This is an optimization exercise on Yosys and OpenROAD, whose aim is small area, a short achievable clock period and few clock cycles per item, not a production implementation. At most, simulation tests tie the RTL to the original design; equivalence was not proved. No activity file was given, so power comes from the tool's default toggle rates.

==> 11-16: inputs <==
## glyph_atlas_shelf_packer_writer_unit
module glyph_atlas_shelf_packer_writer_unit (
    input  logic                 i_clk,
    input  logic                 i_rst_n,
    input  logic                 i_cfg_we,
    input  logic                 i_cfg_index,
    input  logic [12:0]          i_cfg_data,
    input  logic                 i_in_valid,
    output logic                 o_in_ready,
    input  logic [61:0]          i_in_word,
    output logic                 o_out_valid,
    input  logic                 i_out_ready,
    output logic [64:0]          o_out_word
);
    localparam int SW = gasp_pkg::SIDE_W;
    logic          in_cmd;
    logic [SW-1:0] in_w, in_h;
    logic [1:0]    in_fmt;
    logic [7:0]    in_ch [3];      
    logic [7:0]    in_a;
    logic          in_mono;
    assign in_cmd   = i_in_word[61];
    assign in_w     = i_in_word[60:48];
    assign in_h     = i_in_word[47:35];
    assign in_fmt   = i_in_word[34:33];
    assign in_ch[2] = i_in_word[32:25];
    assign in_ch[1] = i_in_word[24:17];
    assign in_ch[0] = i_in_word[16:9];
    assign in_a     = i_in_word[8:1];
    assign in_mono  = i_in_word[0];
    localparam int CH_W = 17;
    localparam int PW   = 8 + 1 + 3 * CH_W;
    logic          r_valid;
    logic          r_cmd;
    logic [PW-1:0] r_pay;
    logic [PW-1:0] in_pay;
    logic          load, xfer;
    logic [7:0]    in_div;
    assign in_div = (in_a == 8'd0) ? 8'd255 : in_a;
    always_comb begin
        in_pay = '0;
        if (in_cmd) begin
            in_pay[PW-1 -: 8] = in_a;
            in_pay[3*CH_W]    = in_mono;
        end else begin
            in_pay[27:0] = {in_w, in_h, in_fmt};
        end
    end
    for (genvar k = 0; k < 3; k++) begin : g_pre
        logic       sat;
        logic [7:0] rem, sh;
        gasp_front u_pre (
            .i_chan (in_ch[k]),
            .i_div  (in_div),
  ...
==> module gasp_div_step, before the edit <==
module gasp_div_step (
    input  logic [7:0] i_rem,
    input  logic       i_bit,
    input  logic [7:0] i_div,
    output logic [7:0] o_rem,
    output logic       o_q
);
    logic [8:0] trial, diff;
    assign trial = {i_rem, i_bit};
    assign diff  = trial - {1'b0, i_div};
    assign o_q   = (trial >= {1'b0, i_div});
    assign o_rem = o_q ? diff[7:0] : trial[7:0];
endmodule
make LEC_CHECK=0 CAP_MARGIN=20 CORE_MARGIN=2 CORE_UTILIZATION=40 SLEW_MARGIN=20 finish   # period 12.0 ns
run.sh (not shown) runs the stock make flow with config.mk's settings and CLKGATE_MAP_FILE= SYNTH_SCRIPT=/design/flow/synth_recipe.tcl, a recipe that flattens the netlist after the stock synthesis.
==> 08-22: changes against 11-16 <==
--- a/flow/design.v
+++ b/flow/design.v
@@ -52,6 +52,7 @@
 );
-    logic [8:0] trial, diff;
+    logic [8:0] trial;
+    logic [9:0] diff;
     assign trial = {i_rem, i_bit};
-    assign diff  = trial - {1'b0, i_div};
-    assign o_q   = (trial >= {1'b0, i_div});
+    assign diff  = {1'b0, trial} - {2'b0, i_div};
+    assign o_q   = !diff[9];
     assign o_rem = o_q ? diff[7:0] : trial[7:0];
--- a/flow/config.mk
+++ b/flow/config.mk
@@ -10,2 +10,3 @@
 export CORE_UTILIZATION = 40
+export SETUP_SLACK_MARGIN = 3
 export SLEW_MARGIN = 20
==> notes <==
11-16 finished with timing, DRC and antenna clean. 08-22 finished with timing, DRC and antenna clean. Clock skew: 08-22 is higher than 11-16 (0.0046 ns). Against 11-16, the final cell count of 08-22 is higher by 2.0%. Of 11-16 and 08-22, 08-22 has the higher worst setup slack (gap 0.39 ns). Between 11-16 and 08-22, the lower cell area is in 11-16 (gap about 9%, measured against 08-22). Between 08-22 and 11-16, the lower register-to-register slack is in 11-16 (gap 0.87 ns). In 11-16 the count of clock-buffer cells in the layout is lower than in 08-22, by 4. In sequential power, 08-22 and 11-16 hardly differ. Against 08-22, the worst hold slack of 11-16 is lower by 0.00062 ns. Between 08-22 and 11-16, the lower power is in 11-16 (gap 27%, measured against 11-16). Non-clock buffer count: 11-16 is lower than 08-22 (191).
Testbench counts of 11-16, summed over its fixed seeds: cycles 10,339, items 10,331.
No functional check of the RTL was part of 08-22.


==> job 5964: inputs <==
glyph_atlas_shelf_packer_writer_unit, a different RTL version from the one above (not shown whole).
Design glyph_atlas_shelf_packer_writer_unit, start of the top module:
module glyph_atlas_shelf_packer_writer_unit (
    input  logic                 i_clk,
    input  logic                 i_rst_n,
    input  logic                 i_cfg_we,
    input  logic                 i_cfg_index,
    input  logic [12:0]          i_cfg_data,
    input  logic                 i_in_valid,
    output logic                 o_in_ready,
    input  logic [61:0]          i_in_word,
    output logic                 o_out_valid,
    input  logic                 i_out_ready,
    output logic [64:0]          o_out_word
);
export LEC_CHECK = 0
export CAP_MARGIN = 20
export CORE_MARGIN = 2
export CORE_UTILIZATION = 40
export SETUP_SLACK_MARGIN = 5
export SLEW_MARGIN = 20
create_clock -name core_clock -period 12.0 [get_ports {i_clk}]
standard.sh (not shown) runs the stock make flow with config.mk's settings and CLKGATE_MAP_FILE= SYNTH_SCRIPT=/design/flow/synth_recipe.tcl, a recipe that flattens the netlist after the stock synthesis.
==> flow/flow/run.sh <==
#!/bin/bash
# Standard layout, with the port buffers made of buf_4 cells instead of
# the cell buffer_ports picks by default.
set -euo pipefail
bash standard.sh "BUFFER_PORTS_ARGS=-buffer_cell sky130_fd_sc_hd__buf_4" finish > standard_flow.log 2>&1
==> job 3497 (differences from job 5964) <==
==> flow/flow/run.sh (replaced) <==
#!/bin/bash
set -euo pipefail
bash standard.sh "BUFFER_PORTS_ARGS=-buffer_cell sky130_fd_sc_hd__buf_2" SETUP_SLACK_MARGIN=6.6 finish > standard_flow.log 2>&1
CORE_UTILIZATION = 70   (was 40)
CTS_BUF_LIST = sky130_fd_sc_hd__clkbuf_8   (was not set)
==> notes.md <==
- Against job 3497, the global-route usage of job 5964 is lower by 16 points.
- Area after synthesis is the same in job 3497 and job 5964.
- Clock power: job 3497 is lower than job 5964 (about 10%).
- In job 5964 the count of clock-buffer cells in the layout is lower than in job 3497, by 10.
- Against job 3497, the via count of job 5964 is lower by 7.8%.
- Between job 3497 and job 5964, the lower maximum frequency is in job 5964 (gap about 11%, measured against job 5964).
- In job 5964 the register-to-register slack is worse than in job 3497, by 600 ps.
- Sequential power is about the same in job 5964 and job 3497.
- Combinational power: job 5964 is lower than job 3497 (about 4%).
- Against job 5964, the non-clock buffer count of job 3497 is higher by 26.
- Worst setup slack: job 3497 is higher than job 5964 (620 ps).
==> figures <==
metric                                                           job 3497        job 5964
Clock-cell share of area                                           3.683%          4.033%
Die X-Extent                                                209.4 microns   275.8 microns
Via-to-Cell Ratio                                                   6.424           5.431
Number of standard-cell rows in the floorplan                          75              99
Layout cells sized above 1                                         14.39%          11.93%
Power of the clock network                                        1.10 mW         1.26 mW
Num CTS Buffers                                                        61              43
Count of plain and timing-repair buffers                              202             176
Clock skew after layout                                          22.95 ps        30.15 ps
Outcome                                          timing/DRC/antenna clean  timing/DRC/antenna clean
Met1 routed wirelength after detailed routing              31,660 microns  37,210 microns
Multi-input gate share of the layout cell area                     55.84%          54.27%
Clock insertion delay at the later pin of the skew report          680 ps          590 ps
Sequential share of power                                           28.6%           28.7%
Peak clock frequency supported by timing                        185.4 MHz       166.4 MHz
Startpoint Class                                               input port            flop
Internal power                                                   4.145 mW        4.263 mW
Final worst-path cycle share                                       44.94%          50.09%
Overall fraction of global-route tracks in use                     37.67%          21.47%
Reg-to-Reg End                                                   r_p4[48]        r_p4[25]
Gate power share                                                    56.0%           53.6%
Number of inserted filler cells in the final layout                 2,846           7,113
Placement-stage worst setup slack                                 5857 ps         5519 ps
Testbench counts of job 5964, summed over its fixed seeds: cycles 10,363, items 10,331.
Testbench counts of job 3497, summed over its fixed seeds: cycles 10,363, items 10,331.

[port drivers added, routing unchanged]
No port has a modelled driver above. Below, the same layouts with a new extraction and two added sets of constraints. Step 1 sets driving cells, clkbuf_16 on the clock port and buf_2 on the other inputs (assumed; they add their load-dependent delay and slew). Step 2 also shifts input and output timing later by t, the mid clock arrival at the registers, as if the neighbouring blocks saw the same clock. Slacks: no drivers / after step 1 / after step 2; pairs: no drivers / after step 1.
run	t, ns	setup WS [ns]	worst setup path after step 2	worst slew at a driven data input, ns
11-16	0.520	0.450 / 0.393 / 0.076	input to register	0.06
08-22	0.519	0.844 / 0.786 / 1.131	input to register	0.06
job 5964	0.642	5.989 / 5.926 / 5.444	input to register	0.07
job 3497	0.726	6.607 / 6.570 / 5.961	input to register	0.06
After both steps every run listed still meets setup and hold. The setup slack of job 3497, which loses most, moves by -0.037 ns with the drivers and by -0.646 ns with both steps.
